What follows belongs to an exercise in optimizing a design on an open flow for small area, a short achievable clock period and few clock cycles per item; a production flow would make more cautious choices.
The RTL was checked by simulation tests, not by an equivalence proof against the original design.

==> flow/design.v (outline; a module is shown in full before it is edited, if it fits) <==
// module series_eval_engine: 108 lines
// module sev_fa: 4 lines
// module sev_fa1: 4 lines
// module sev_gp: 4 lines
// module sev_pgc: 4 lines
// module sev_gc: 3 lines
// module sev_sq16: 541 lines
// module sev_mul16: 863 lines
// module sev_macadd16: 924 lines
// module sev_macsub16: 969 lines
module series_eval_engine #(
    parameter int WIDTH = 16,
    parameter int TERMS = 4
) (
    input  logic             clk,
    input  logic             rst,
    input  logic             start,
    input  logic [WIDTH-1:0] x,
    input  logic             coef_wr,
    input  logic [2:0]       coef_addr,
    input  logic [WIDTH-1:0] coef_data,
    output logic             busy,
    output logic             done,
    output logic [WIDTH-1:0] result,
    output logic             ovf
);
  // ...
==> flow/run.sh <==
#!/bin/bash
# synth_recipe.tcl (not shown) runs the flow's synth.tcl, then flattens the netlist and writes it again
# the make line also repeats each setting of config.mk as NAME=value (left out here)
make -C /OpenROAD-flow-scripts/flow DESIGN_CONFIG=/design/flow/config.mk WORK_HOME=/design/flow/orfs CLKGATE_MAP_FILE= SYNTH_SCRIPT=/design/flow/synth_recipe.tcl finish
==> flow/config.mk <==
export PLATFORM = sky130hd
export DESIGN_NAME = series_eval_engine
export DESIGN_NICKNAME = series_eval_engine
export VERILOG_FILES = /design/flow/design.v
export SDC_FILE = /design/flow/constraint.sdc
export NUM_CORES = 4
export LEC_CHECK = 0
export CAP_MARGIN = 20
export CORE_MARGIN = 2
export CORE_UTILIZATION = 40
export SLEW_MARGIN = 20
==> flow/constraint.sdc <==
create_clock -name core_clock -period 11.0 [get_ports {clk}]
set_input_delay 2.2000 -clock core_clock [delete_from_list [all_inputs] [get_ports {clk}]]
set_output_delay 2.2000 -clock core_clock [all_outputs]
set_load 0.01 [all_outputs]
==> reports/qor.yml, run 1 <==
outcome:
  status: "finished clean"
timing:
  holdWs_ns: 0.3246
  relSlewSlack_pct: 23.21
global_routing:
  grtUsageMet2_pct: 34.40
  grt_max_degree: 41
cells_and_area:
  drive_gt1_share_pct: 3.803
  clk_share_pct: 2.041
  area.growth.synth_to_final_pct: 6.672
  multi_input_area_share_pct: 71.96
  multiInputGateArea_mm2: 0.04957
  n_fill_cell: 15640
critical_path:
  crit_fanout: 18
  rr_worst_depth: 26
  cp_common_cell: "fa_1"
  critPathLaunch: "c2_q[5]$_DFFE_PP0P_"
  end_kind: "flip-flop"
logic_synthesis:
  synth_xor_area_share_pct: 1.370
  yosysWarnings: 1
  synth_most_common_cell: "inv_1"
  async_flop_share_pct: 21.07
  netlist_top_cells_area: "fa_1 (47%), and2_1 (12%), inv_1 (9.9%)"
  synth_top_cell_area_share_pct: 47.39
placed_design:
  place_hpwl_mm: 119.0
  gp_congestion: 0.8481
routing:
  wl_met1_mm: 69.44
  route.vias.total: 42700
  wl_met2_mm: 76.79
cts:
  ctsResizeCount: 0
  cts_tree: "built"
floorplanning:
  num_io_pins: 58
Testbench counts, summed over its fixed seeds: cycles 1,712, items 1,536.
==> inputs of run 2 (changes only) <==
--- a/flow/config.mk
+++ b/flow/config.mk
@@ -11 +11,2 @@
 export SLEW_MARGIN = 20
+export SYNTH_HIERARCHICAL = 1
==> run 2 against run 1 <==
Against the previous run: clock skew grew 0.044 ns; register-to-register slack gained 1.3 ns; routed wire length shrank 4.4%; sequential share of layout area grew 0.56 points; global-route usage shrank 0.26 points; non-clock buffer count shrank 15; maximum frequency grew 20%; utilization shrank 0.53 points; critical path depth shrank 5; cell count shrank 17%.
==> reports/qor.yml, run 2 <==
global_routing:
  grt_pass1_wl_mm: 249.1
  busiest_layer: "met2"
  grt.overflow.total: 0
  use_met3_pct: 2.857
  grt_max_degree: 42  # +2.4%
  grtUsageMet2_pct: 34.02  # -0.38 points
  globalRouteMet1Util_pct: 26.65
  antenna_found_initial: 0
  grt_pass1_vias: 44070
  track_usage_pct: 19.93
cts:
  clk_path_buf_depth: 3
  cts-root-buf: "clkbuf_16"
  cts.clk_slew.worst_paths_ns: 0.06
  post_cts_buffers: 0
  ctsResizeCount: 0  # unchanged
  cts_tree: "built"
  htreeDepth: 2
  holdBufCountCts: 0
  numCtsBuffers: 47
  cts.sinks: 356
  clock_latency_ns: 0.67
critical_path:
  crit_slowest_cell: "dfxtp_1"
  reg2reg_slack_ns: 4.48
  end_kind: "flip-flop"
  required_ns: 11.55
  arrival_ns: 7.07
  path_cells: "nand2_1 > ha_1 > fa_1 > fa_1 > fa_1 > fa_1 > fa_1 > ha_1 > and2_1 > and2_1 > and2_1 > a21o_1 > a21o_1 > a21o_1 > a21o_1 > a21o_1 > a21o_1 > xnor2_1 > xnor2_1 > xnor2_1 > or2_2"
  worstSetupPathType: "reg -> reg"
  crit_fanout: 17  # -1
  cp_common_cell: "a21o_1"
  cp-start-kind: "flip-flop"
  critPathMaxStageDelay_ns: 0.77
floorplanning:
  die_h_um: 398.6
  coreArea_mm2: 0.1544
  num_rows: 144
  dieArea_mm2: 0.1589
  start_util_pct: 40.33
  dieWidth_um: 398.6
  num_io_pins: 58  # unchanged
timing:
  slew_violations: 0
  hold_violations: 0
  setup-tns-final_ns: 0
  setup_viol: 0
  setup_ws_ns: 4.479
  clock.fmax_mhz: 153.3
  min_period_ns: 6.521
  finClkSkew_ns: 0.09014
  rsz0062_at_grt: "false"
  holdWs_ns: 0.3259  # +0.001302 ns
  tightest_slew_ns: 0.9288
  relSlewSlack_pct: 38.00  # +15 points
  fin_crit_sh_pct: 59.29
placed_design:
  port_buffers: 57
  place_inst: 7270
  dp_worst_setup_slack_ns: 4.487
  place_hpwl_mm: 111.8  # -6.0%
  place_area_mm2: 0.06383
  gp_congestion: 0.8674  # +2.3%
cells_and_area:
  layout_common_cells: "fa_1 (1500), and2_1 (1142), nand2_1 (617), ha_1 (395), and2_2 (362)"
  utilization_pct: 42.42
  nets: 7209
  drive_gt1_share_pct: 11.42  # +7.6 points
  area.growth.synth_to_final_pct: 5.192
  fin_cells: 7362
  final_cell_area_mm2: 0.06551
  final_common_cell: "fa_1"
flow_run:
  maxCapViolCount: 0
routing:
  wl_mm: 151.2
  first_iter_violations: 2124
  ant_nets: 0
  vias_per_cell: 5.141
  route.vias.total: 37850  # -11%
  drc: 0
  drt-wirelength-per-cell_um: 20.53
  drtPass1Iterations: 5
hold_path:
  hold_class: "reg -> reg"
logic_synthesis:
  syn_area_mm2: 0.06227
  netlist_instances: 5380
  syn_avg_cell_area_um2: 11.57
  yosysWarnings: 7  # +6
outcome:
  status: "finished clean"
==> run 2: layout make-up <==
class | count | area [µm²]
flip-flops and latches | 356 | 7503
well taps | 2044 | 2557
repair buffers | 135 | 1156
fillers | 14510 | 88900
clock inverters | 31 | 396.6
multi-input cells | 4638 | 52240
clock buffers | 57 | 1274
diodes | 4 | 10.01
inverters | 97 | 365.4
==> run 2: metal layers <==
layer  vias to the layer above  share of wire [%]
li1                      16490                  -
met1                     20200                 43
met2                       952                 49
met3                       204                4.9
met4                         0                2.4
met5                         -                  0
==> run 2: worst paths after layout <==
check	from	end	cells after the start
max	x7_q[11]$_DFF_P_	ovf_q$_DFF_P_	21
min	acc1_q[9]$_DFF_P_	acc2_q[9]$_DFF_P_	0
max reg2reg	x7_q[11]$_DFF_P_	ovf_q$_DFF_P_	21
min reg2reg	acc1_q[9]$_DFF_P_	acc2_q[9]$_DFF_P_	0
max in group asynchronous	rst	c2_q[1]$_DFFE_PP0P_	3
min in group asynchronous	rst	c0_q[12]$_DFFE_PP0P_	2
==> run 2: worst max-delay path: cells and delay by family (launching register included) <==
| kind | cells | cell delay (ns) |
|---|---|---|
| adder cells (fa/ha/maj) | 7 | 2.94 |
| AO/OA/AOI/OAI | 6 | 1.33 |
| AND/OR/NAND/NOR | 5 | 0.91 |
| flip-flops | 1 | 0.77 |
| XOR/XNOR | 3 | 0.43 |

separate check: timing with driven ports:
The results above use ideal ports. As a check the final layouts listed here were re-extracted and re-timed, cells and wires unchanged. Step 1, drivers: a clkbuf_16 drives clk and a buf_2 each remaining input, both assumed. Step 2 also shifts input and output timing later by t, the mid clock arrival at the registers, as if the neighbouring blocks saw the same clock. Three values: ideal ports, drivers, drivers and shift; two values: the first two.
run | shift t [ns] | slack for setup (ns) | slew at the worst register clock pin (ns) | worst slew at a driven data input, ns | cell pins on the clock port's net
run 1 | 0.696 | 3.168 / 3.168 / 3.168 | 0.08 / 0.08 | 0.14 | 1
run 2 | 0.706 | 4.479 / 4.479 / 4.479 | 0.07 / 0.07 | 0.05 | 1
After both steps setup and hold are still met in every run listed.
